Source: an optimization exercise on an open RTL-to-GDS flow (aim: small area, a short achievable clock period and few clock cycles). Production flows keep margins and buffers that such runs may drop. RTL that was checked went through simulation tests only; none was proved equivalent to the original. Power is estimated from default activity; no workload was simulated.

Setup of raven:
==> module sync_fifo, before the edit <==
module sync_fifo #(
   parameter int DW    = 64,
   parameter int DEPTH = 3
) (
   input  logic          clk,
   input  logic          reset,
   input  logic [DW-1:0] wr_data,
   input  logic          wr_en,
   input  logic          rd_en,
   output logic [DW-1:0] rd_data,
   output logic          empty,
   output logic          full,
   output logic          empty_n,    
   output logic          full_n      
);
   localparam int RD    = DEPTH - 1;                
   localparam int PTR_W = (RD > 1) ? $clog2(RD) : 1;
   localparam int CNT_W = $clog2(RD + 1);
   logic [DW-1:0]    head;
   logic             head_v;
   logic [DW-1:0]    mem [RD];
   logic [PTR_W-1:0] wr_ptr;
   logic [PTR_W-1:0] rd_ptr;
   logic [CNT_W-1:0] cnt;          
   logic             rest_v;       
   logic             to_head;      
   logic             head_load;
   logic             pull;         
   logic             put;
   logic [CNT_W-1:0] cnt_n;
   logic             head_v_n;
   assign rd_data = head;
   assign rest_v  = (cnt != '0);
   assign pull      = rest_v && (rd_en || !head_v);
   assign to_head   = !rest_v && (rd_en || !head_v);
   assign head_load = pull || (to_head && wr_en);
   assign put       = wr_en && !to_head;
   always_comb begin
      cnt_n = cnt;
      if (put && !pull) cnt_n = cnt + 1'b1;
      else if (pull && !put) cnt_n = cnt - 1'b1;
      head_v_n = head_load || (head_v && !rd_en);
   end
   assign empty_n = !head_v_n;
   assign full_n  = head_v_n && (cnt_n == CNT_W'(RD));
   always_ff @(posedge clk) begin
      if (head_load) head <= rest_v ? mem[rd_ptr] : wr_data;
      for (int i = 0; i < RD; i++) begin
         if (put && (wr_ptr == PTR_W'(i))) mem[i] <= wr_data;
      end
   end
   always_ff @(posedge clk) begin
      if (reset) begin
         wr_ptr <= '0;
         rd_ptr <= '0;
         cnt    <= '0;
         head_v <= 1'b0;
         empty  <= 1'b1;
         full   <= 1'b0;
      end else begin
         if (put) wr_ptr <= (wr_ptr == PTR_W'(RD - 1)) ? '0 : wr_ptr + 1'b1;
         if (pull) rd_ptr <= (rd_ptr == PTR_W'(RD - 1)) ? '0 : rd_ptr + 1'b1;
         cnt    <= cnt_n;
         head_v <= head_v_n;
         empty  <= empty_n;
         full   <= full_n;
      end
   end
endmodule
==> flow/config.mk <==
export PLATFORM = sky130hd
export DESIGN_NAME = weight_update
export DESIGN_NICKNAME = weight_update
export VERILOG_FILES = /design/flow/design.v
export SDC_FILE = /design/flow/constraint.sdc
export NUM_CORES = 4
export LEC_CHECK = 0
export ABC_CLOCK_PERIOD_IN_PS = 2500
export CAP_MARGIN = 20
export CORE_MARGIN = 2
export CORE_UTILIZATION = 40
export CTS_BUF_LIST = sky130_fd_sc_hd__clkbuf_4 sky130_fd_sc_hd__clkbuf_8
export CTS_CLUSTER_SIZE = 30
export SETUP_SLACK_MARGIN = 3.5
export SLEW_MARGIN = 20
export SYNTH_HIERARCHICAL = 1
export SYNTH_MINIMUM_KEEP_SIZE = 0
==> flow/constraint.sdc <==
create_clock -name core_clock -period 6.0 [get_ports {clk}]
set_input_delay 1.2000 -clock core_clock [delete_from_list [all_inputs] [get_ports {clk}]]
set_output_delay 1.2000 -clock core_clock [all_outputs]
set_load 0.01 [all_outputs]
standard.sh (not shown) runs the stock make flow with config.mk's settings and CLKGATE_MAP_FILE= SYNTH_SCRIPT=/design/flow/synth_recipe.tcl, a recipe that flattens the netlist after the stock synthesis.
==> flow/flow/run.sh <==
#!/bin/bash
# Standard layout, with the smallest buffer as the port buffer instead of
# the default delay buffer (the timing repairs upsize it where needed),
# and a clock tree without dummy loads.
set -euo pipefail
bash standard.sh \
  "BUFFER_PORTS_ARGS=-buffer_cell sky130_fd_sc_hd__buf_1" \
  "CTS_ARGS=-sink_clustering_enable -repair_clock_nets -sink_clustering_size 20 -sink_clustering_max_diameter 80 -buf_list {sky130_fd_sc_hd__clkbuf_8 sky130_fd_sc_hd__clkbuf_16} -dont_use_dummy_load" \
  finish > standard.log 2>&1
raven ran to completion and came out clean on the timing, DRC and antenna checks.
> inputs changed (raven -> garnet)
diff --git a/flow/design.v b/flow/design.v
--- a/flow/design.v
+++ b/flow/design.v
@@ -62,7 +62,7 @@
    always_ff @(posedge clk) begin
       if (head_load) head <= rest_v ? mem[rd_ptr] : wr_data;
       for (int i = 0; i < RD; i++) begin
-         if (put && (wr_ptr == PTR_W'(i))) mem[i] <= wr_data;
+         if (wr_en && (wr_ptr == PTR_W'(i))) mem[i] <= wr_data;
       end
    end
    always_ff @(posedge clk) begin
@@ -74,8 +74,8 @@
          empty  <= 1'b1;
          full   <= 1'b0;
       end else begin
-         if (put) wr_ptr <= (wr_ptr == PTR_W'(RD - 1)) ? '0 : wr_ptr + 1'b1;
-         if (pull) rd_ptr <= (rd_ptr == PTR_W'(RD - 1)) ? '0 : rd_ptr + 1'b1;
+         if (wr_en) wr_ptr <= (wr_ptr == PTR_W'(RD - 1)) ? '0 : wr_ptr + 1'b1;
+         if (pull || (wr_en && to_head)) rd_ptr <= (rd_ptr == PTR_W'(RD - 1)) ? '0 : rd_ptr + 1'b1;
          cnt    <= cnt_n;
          head_v <= head_v_n;
          empty  <= empty_n;
Findings:
- Final-layout worst hold slack deteriorates in garnet relative to raven.
- In garnet, reported sequential group power is lower than in raven.
- Combined area of all synthesized cells delta (raven -> garnet): insignificant
- Going from raven to garnet, cell count after synthesis now sits at about the same level, number of buffers added for setup after CTS now sits lower, total placed cells including tap cells now sits at about the same level, first-pass GRT wire length now sits higher.
- The global-route usage over all layers was comparable across garnet and raven.
- The filler cell count in the final layout was comparable across garnet and raven.
- Compared with raven, garnet shows a lower routed wire length per instance.
- Overall die height delta (raven -> garnet): insignificant
No functional check of the RTL was part of any run of this note.

---

Another version of the RTL of weight_update (not shown whole).
For scale: about 2100 cells after synthesis, roughly 410 I/O pins, about 23000 µm² of cells after synthesis.
==> module slice_walker, before the edit <==
module slice_walker
(
   input  logic  clk,
   input  logic  reset,
   input  logic  start,
   input  logic  start_lin,     
   input  logic  lin,           
   input  logic  step,
   input  wu_pkg::node_t node_id,
   input  wu_pkg::node_t num_node,
   input  wu_pkg::len_t  total_length,
   output logic  addr_valid,
   output wu_pkg::addr_t addr,
   output logic  slice_done,    
   output logic  len_last       
);
   localparam int HI_W = wu_pkg::ADDR_W - wu_pkg::LG_SLICE_WORDS;
   wu_pkg::node_t first_slice;
   wu_pkg::node_t num_m1_q;
   logic          first0_q;
   logic                              active;
   logic [HI_W-1:0]                   hi;         
   logic [wu_pkg::LG_SLICE_WORDS-1:0] lo;
   wu_pkg::node_t                     si;         
   logic                              crossed_q;  
   logic                              at_own_q;
   logic                              at_last_q;
   logic [8:0]                        xq;         
   logic [HI_W-1:0]                   hi_next;
   logic                              slice_end;
   logic [HI_W:0]                     left;       
   logic [HI_W:0]                     left_dec;
   logic [HI_W:0]                     left_nz;    
   logic                              part;       
   logic                              le1_q, le2_q, le1;
   assign first_slice = (start_lin || first0_q) ? 8'd0 : node_id + 1'b1;
   assign slice_end  = &lo;
   assign slice_done = step && slice_end;
   assign addr_valid = active;
   assign addr       = {hi, lo};
   fast_add #(.W(HI_W)) i_hi_add (
      .a (hi), .b ({{(HI_W-9){xq[8]}}, xq}), .cin (1'b1), .sum (hi_next), .cout ()
   );
   assign left_nz[0] = left[0];
   for (genvar i = 1; i <= HI_W; i++) begin : g_dec
      assign left_nz[i] = |left[i:0];
      assign left_dec[i] = left[i] ^ !left_nz[i-1];
   end
   assign left_dec[0] = !left[0];
   assign part  = (total_length[2:0] != 3'd0);
   assign le1_q = (left[HI_W:1] == '0) && !(left[0] && part);
   assign le2_q = (left[HI_W:2] == '0) && !(left[1] && (left[0] || part));
   assign le1   = crossed_q ? le2_q : le1_q;
   assign len_last = le1 && (lo == total_length[2:0] - 3'd1);
   always_ff @(posedge clk) begin
      num_m1_q  <= num_node - 1'b1;
      first0_q  <= (node_id == num_node - 1'b1);
      at_own_q  <= (si == node_id);
      at_last_q <= (si == num_m1_q);
      if (lin) xq <= 9'd0;
      else if (at_own_q) xq <= first0_q ? 9'd0 : {1'b0, num_node};
      else if (at_last_q) xq <= ~{1'b0, num_m1_q};
      else xq <= 9'd0;
   end
   always_ff @(posedge clk) begin
      if (reset) begin
         active    <= 1'b0;
         crossed_q <= 1'b0;
         hi        <= '0;
         lo        <= '0;
         si        <= '0;
         left      <= '0;
      end else if (start) begin
         active    <= 1'b1;
         crossed_q <= 1'b0;
         hi        <= HI_W'(first_slice);
         lo        <= '0;
         si        <= first_slice;
         left      <= total_length[wu_pkg::ADDR_W:3];
      end else begin
         if (step) lo <= lo + 1'b1;
         crossed_q <= step && slice_end;
         if (step && slice_end) hi <= hi_next;
         if (step && slice_end && at_own_q && le1) active <= 1'b0;
         if (crossed_q) begin
            si <= at_last_q ? 8'd0 : si + 1'b1;
            if (!le1_q) left <= left_dec;
         end
      end
   end
endmodule
Settings: LEC_CHECK=0, ABC_CLOCK_PERIOD_IN_PS=2500, CAP_MARGIN=20, CORE_MARGIN=2, CORE_UTILIZATION=40, CTS_BUF_LIST=sky130_fd_sc_hd__clkbuf_4 sky130_fd_sc_hd__clkbuf_8, CTS_CLUSTER_SIZE=30, SETUP_SLACK_MARGIN=3.6, SLEW_MARGIN=20, SYNTH_HIERARCHICAL=1, SYNTH_MINIMUM_KEEP_SIZE=0; clock period 6.0 ns.
==> flow/flow/run.sh <==
#!/bin/bash
# Standard layout, with the smallest buffer as the port buffer instead of
# the default delay buffer (the timing repairs upsize it where needed),
# and a clock tree without dummy loads.
set -euo pipefail
bash standard.sh \
  "BUFFER_PORTS_ARGS=-buffer_cell sky130_fd_sc_hd__buf_1" \
  "CTS_ARGS=-sink_clustering_enable -repair_clock_nets -sink_clustering_size 25 -sink_clustering_max_diameter 80 -buf_list {sky130_fd_sc_hd__clkbuf_16} -dont_use_dummy_load" \
  finish > standard.log 2>&1
The baseline completed without violations.
Testbench counts at the start, summed over its fixed seeds: cycles 20,566.
Then changed:
--- a/flow/design.v
+++ b/flow/design.v
@@ -100,10 +100,11 @@
    output logic  slice_done,    
    output logic  len_last       
 );
    localparam int HI_W = wu_pkg::ADDR_W - wu_pkg::LG_SLICE_WORDS;
    wu_pkg::node_t first_slice;
+   wu_pkg::node_t num_q;
    wu_pkg::node_t num_m1_q;
    logic          first0_q;
    logic                              active;
    logic [HI_W-1:0]                   hi;         
    logic [wu_pkg::LG_SLICE_WORDS-1:0] lo;
@@ -137,16 +138,17 @@
    assign le1_q = (left[HI_W:1] == '0) && !(left[0] && part);
    assign le2_q = (left[HI_W:2] == '0) && !(left[1] && (left[0] || part));
    assign le1   = crossed_q ? le2_q : le1_q;
    assign len_last = le1 && (lo == total_length[2:0] - 3'd1);
    always_ff @(posedge clk) begin
+      num_q     <= num_node;
       num_m1_q  <= num_node - 1'b1;
       first0_q  <= (node_id == num_node - 1'b1);
       at_own_q  <= (si == node_id);
       at_last_q <= (si == num_m1_q);
       if (lin) xq <= 9'd0;
-      else if (at_own_q) xq <= first0_q ? 9'd0 : {1'b0, num_node};
+      else if (at_own_q) xq <= first0_q ? 9'd0 : {1'b0, num_q};
       else if (at_last_q) xq <= ~{1'b0, num_m1_q};
       else xq <= 9'd0;
    end
    always_ff @(posedge clk) begin
       if (reset) begin
The changed run ran to the end with no violations.
Setup slack improves by 35 ps.
Fmax went up by 1.4%.
Core utilization is lower by 0.15 points.
Clock skew barely changes.
Worst hold slack got worse by 29 ps.
Wire length falls by 0.85%.
Clock-buffer cell count falls by 1.
Cell area barely changes.
Combinational power went down by about 2%.
Total power stays flat.
Sequential share of layout area went up by 0.66 points.
Critical path depth does not change.
Testbench counts after the change, summed over its fixed seeds: cycles 20,566.

---

v6:
RTL: one of the versions met above, not the one the previous note started from.
Size in the first run: roughly 2100 cells after synthesis.
==> flow/config.mk <==
export PLATFORM = sky130hd
export DESIGN_NAME = weight_update
export DESIGN_NICKNAME = weight_update
export VERILOG_FILES = /design/flow/design.v
export SDC_FILE = /design/flow/constraint.sdc
export NUM_CORES = 4
export LEC_CHECK = 0
export ABC_CLOCK_PERIOD_IN_PS = 2500
export CAP_MARGIN = 20
export CORE_MARGIN = 2
export CORE_UTILIZATION = 40
export CTS_BUF_LIST = sky130_fd_sc_hd__clkbuf_4 sky130_fd_sc_hd__clkbuf_8
export CTS_CLUSTER_SIZE = 30
export SETUP_SLACK_MARGIN = 3.5
export SLEW_MARGIN = 20
export SYNTH_HIERARCHICAL = 1
export SYNTH_MINIMUM_KEEP_SIZE = 0
==> flow/constraint.sdc <==
create_clock -name core_clock -period 6.0 [get_ports {clk}]
set_input_delay 1.2000 -clock core_clock [delete_from_list [all_inputs] [get_ports {clk}]]
set_output_delay 1.2000 -clock core_clock [all_outputs]
set_load 0.01 [all_outputs]
==> flow/flow/run.sh <==
#!/bin/bash
# Standard layout, with the smallest buffer as the port buffer instead of
# the default delay buffer (the timing repairs upsize it where needed),
# and a clock tree without dummy loads.
set -euo pipefail
bash standard.sh \
  "BUFFER_PORTS_ARGS=-buffer_cell sky130_fd_sc_hd__buf_1" \
  "CTS_ARGS=-sink_clustering_enable -repair_clock_nets -sink_clustering_size 20 -sink_clustering_max_diameter 80 -buf_list {sky130_fd_sc_hd__clkbuf_8 sky130_fd_sc_hd__clkbuf_16} -dont_use_dummy_load" \
  finish > standard.log 2>&1
Testbench counts of v6, summed over its fixed seeds: cycles 20,566.
What v7 does differently from v6 at the input level:
-- flow/design.v --
<<< v6, line 63
      if (head_load) head <= rest_v ? mem[rd_ptr] : wr_data;
      for (int i = 0; i < RD; i++) begin
         if (wr_en && (wr_ptr == PTR_W'(i))) mem[i] <= wr_data;
      end
   end
>>> v7, line 63
      if (head_load) head <= rest_v ? mem[rd_ptr] : wr_data;
      for (int i = 0; i < RD; i++) begin
         if (put && (wr_ptr == PTR_W'(i))) mem[i] <= wr_data;
      end
   end
<<< v6, line 75
         full   <= 1'b0;
      end else begin
         if (wr_en) wr_ptr <= (wr_ptr == PTR_W'(RD - 1)) ? '0 : wr_ptr + 1'b1;
         if (pull || (wr_en && to_head)) rd_ptr <= (rd_ptr == PTR_W'(RD - 1)) ? '0 : rd_ptr + 1'b1;
         cnt    <= cnt_n;
         head_v <= head_v_n;
>>> v7, line 75
         full   <= 1'b0;
      end else begin
         if (put) wr_ptr <= (wr_ptr == PTR_W'(RD - 1)) ? '0 : wr_ptr + 1'b1;
         if (pull) rd_ptr <= (rd_ptr == PTR_W'(RD - 1)) ? '0 : rd_ptr + 1'b1;
         cnt    <= cnt_n;
         head_v <= head_v_n;
<<< v6, line 121
   logic                              part;       
   logic                              le1_q, le2_q, le1;
   assign first_slice = (start_lin || first0_q) ? 8'd0 : node_id + 1'b1;
   assign slice_end  = &lo;
   assign slice_done = step && slice_end;
>>> v7, line 121
   logic                              part;       
   logic                              le1_q, le2_q, le1;
   assign first_slice = (start_lin || (node_id == num_node - 1'b1)) ? 8'd0 : node_id + 1'b1;
   assign slice_end  = &lo;
   assign slice_done = step && slice_end;
<<< v6, line 308
   logic wr_cand, rd_cand, issue_rd, issue_wr;
   logic walk_start, init_end, walk_end, cmd_acc;
   logic start_pend;               
   logic walker_start;
   logic rd_cnt_nz_n;
   logic in_init, in_walk, take_last;
   assign in_init = (state == S_INIT);
>>> v7, line 308
   logic wr_cand, rd_cand, issue_rd, issue_wr;
   logic walk_start, init_end, walk_end, cmd_acc;
   logic in_init, in_walk, take_last;
   assign in_init = (state == S_INIT);
<<< v6, line 339
   assign load   = !head_empty && upd_free && (in_init || (in_walk && g_full));
   assign wr_cand  = load || (w_need && !avs_write);
   assign rd_cand  = in_walk && !start_pend && rd_act && (rd_cnt < CNT_W'(wu_pkg::NSLOT));
   assign issue_rd = bus_free && rd_cand;
   assign issue_wr = bus_free && !rd_cand && wr_cand;
   assign init_end   = in_init && init_done && head_empty && (!w_need || wr_acc);
   assign walk_start   = start_pend;
   assign walker_start = walk_start || (cmd_acc && cmd_init);
   assign walk_end     = in_walk && !start_pend && !rd_act && (rd_cnt == '0) && upd_free;
   slice_walker i_walker (
      .clk (clk), .reset (reset),
      .start (walker_start), .start_lin (state == S_IDLE), .lin (in_init),
      .step (in_init ? w_take : issue_rd),
      .node_id (node_id), .num_node (num_node), .total_length (total_length),
>>> v7, line 336
   assign load   = !head_empty && upd_free && (in_init || (in_walk && g_full));
   assign wr_cand  = load || (w_need && !avs_write);
   assign rd_cand  = in_walk && rd_act && (rd_cnt < CNT_W'(wu_pkg::NSLOT));
   assign issue_rd = bus_free && rd_cand;
   assign issue_wr = bus_free && !rd_cand && wr_cand;
   assign init_end   = in_init && init_done && head_empty && (!w_need || wr_acc);
   assign walk_start = (cmd_acc && !cmd_init) || init_end;
   assign walk_end   = in_walk && !rd_act && (rd_cnt == '0) && upd_free;
   slice_walker i_walker (
      .clk (clk), .reset (reset),
      .start (walk_start || cmd_acc), .start_lin ((state == S_IDLE) && cmd_init), .lin (in_init),
      .step (in_init ? w_take : issue_rd),
      .node_id (node_id), .num_node (num_node), .total_length (total_length),
<<< v6, line 356
   always_ff @(posedge clk) begin
      if (rd_cross) wr_prev_hi <= rd_addr[wu_pkg::ADDR_W-1:wu_pkg::LG_SLICE_WORDS];
      if (reset || walker_start) begin
         wr_lo     <= '0;
         wr_behind <= 1'b0;
>>> v7, line 352
   always_ff @(posedge clk) begin
      if (rd_cross) wr_prev_hi <= rd_addr[wu_pkg::ADDR_W-1:wu_pkg::LG_SLICE_WORDS];
      if (reset || walk_start || cmd_acc) begin
         wr_lo     <= '0;
         wr_behind <= 1'b0;
<<< v6, line 370
      .empty_n (head_empty_n), .full_n (buf_full_n)
   );
   always_comb begin
      if (rd_cnt > CNT_W'(1)) rd_cnt_nz_n = 1'b1;
      else if (rd_cnt == CNT_W'(1)) rd_cnt_nz_n = issue_rd || !(load && in_walk);
      else rd_cnt_nz_n = issue_rd;
   end
   always_comb begin
      state_n = state;
>>> v7, line 366
      .empty_n (head_empty_n), .full_n (buf_full_n)
   );
   always_comb begin
      state_n = state;
<<< v6, line 409
         g_full    <= 1'b0;
         rd_cnt    <= '0;
         start_pend <= 1'b0;
         w_need    <= 1'b0;
         res_need  <= 1'b0;
>>> v7, line 400
         g_full    <= 1'b0;
         rd_cnt    <= '0;
         w_need    <= 1'b0;
         res_need  <= 1'b0;
<<< v6, line 420
         end
         rd_cnt    <= rd_cnt + CNT_W'(issue_rd) - CNT_W'(load && in_walk);
         start_pend <= (cmd_acc && !cmd_init) || init_end;
         state     <= state_n;
         w_need    <= w_need_n;
>>> v7, line 410
         end
         rd_cnt    <= rd_cnt + CNT_W'(issue_rd) - CNT_W'(load && in_walk);
         state     <= state_n;
         w_need    <= w_need_n;
<<< v6, line 429
         g_full    <= g_full_n;
         grdy_q    <= (state_n == S_WALK) && !g_full_n &&
                      rd_cnt_nz_n;
      end
   end
>>> v7, line 418
         g_full    <= g_full_n;
         grdy_q    <= (state_n == S_WALK) && !g_full_n &&
                      ((rd_cnt + CNT_W'(issue_rd) - CNT_W'(load && in_walk)) != '0);
      end
   end
Changes observed in v7 relative to v6: signed area change from the synthesized netlist to the final layout picked up an extra 2.4 points, average vias per placed instance picked up an extra 0.018, number of buffers and inverters on the critical path lost 1, worst setup slack lost 0.051 ns, wire length picked up an extra 2.2 mm. Number of maximum-capacitance constraint violations: v6 vs v7 identical. Maximum frequency (v7 vs. v6) decreases by a few percent. v6 → v7: portion of the clock cycle consumed by the worst path in the final layout moved up; cell total after placement now sits at about the same level. Looking at number of standard cells in the final layout excluding fillers, v7 sits about 0.7% above v6. The worst IR drop on VDD of v7 was inferior to that of v6. v6 has a lower part of the total power dissipated in combinational logic than v7. Diff v6 -> v7: summed instance area of the synthesized netlist has remained practically unchanged, final instance area up 1.9%.
Testbench counts of v7, summed over its fixed seeds: cycles 20,526.

separate check: timing with driven ports:
Ports are ideal in the flow. The routed layouts listed here were re-timed in OpenROAD.
Step 1 sets driving cells, clkbuf_16 on the clock port and buf_2 on the other inputs (assumed; they add their load-dependent delay and slew).
Step 2, shift: input delay + t, output delay - t, t = (earliest + latest rising clock arrival at the registers) / 2. This alone moves slack from input paths to output paths.
Slacks: ideal ports / drivers / drivers and shift; pairs: ideal ports / drivers.
run	t, ns	setup WS [ns]	worst setup path after step 2
raven	0.631	3.309 / 3.303 / 2.672	input to register
garnet	0.640	3.452 / 3.440 / 2.800	input to register
the first run of note 2	0.629	3.521 / 3.466 / 2.983	input to register
the second run of note 2	0.630	3.556 / 3.499 / 2.955	input to register
v6	0.639	3.543 / 3.496 / 2.857	input to register
v7	0.637	3.493 / 3.463 / 2.888	input to register
After both steps every run listed still meets setup and hold. For v6, which loses most, drivers alone change the setup slack by -0.047 ns; drivers and shift together by -0.686 ns.
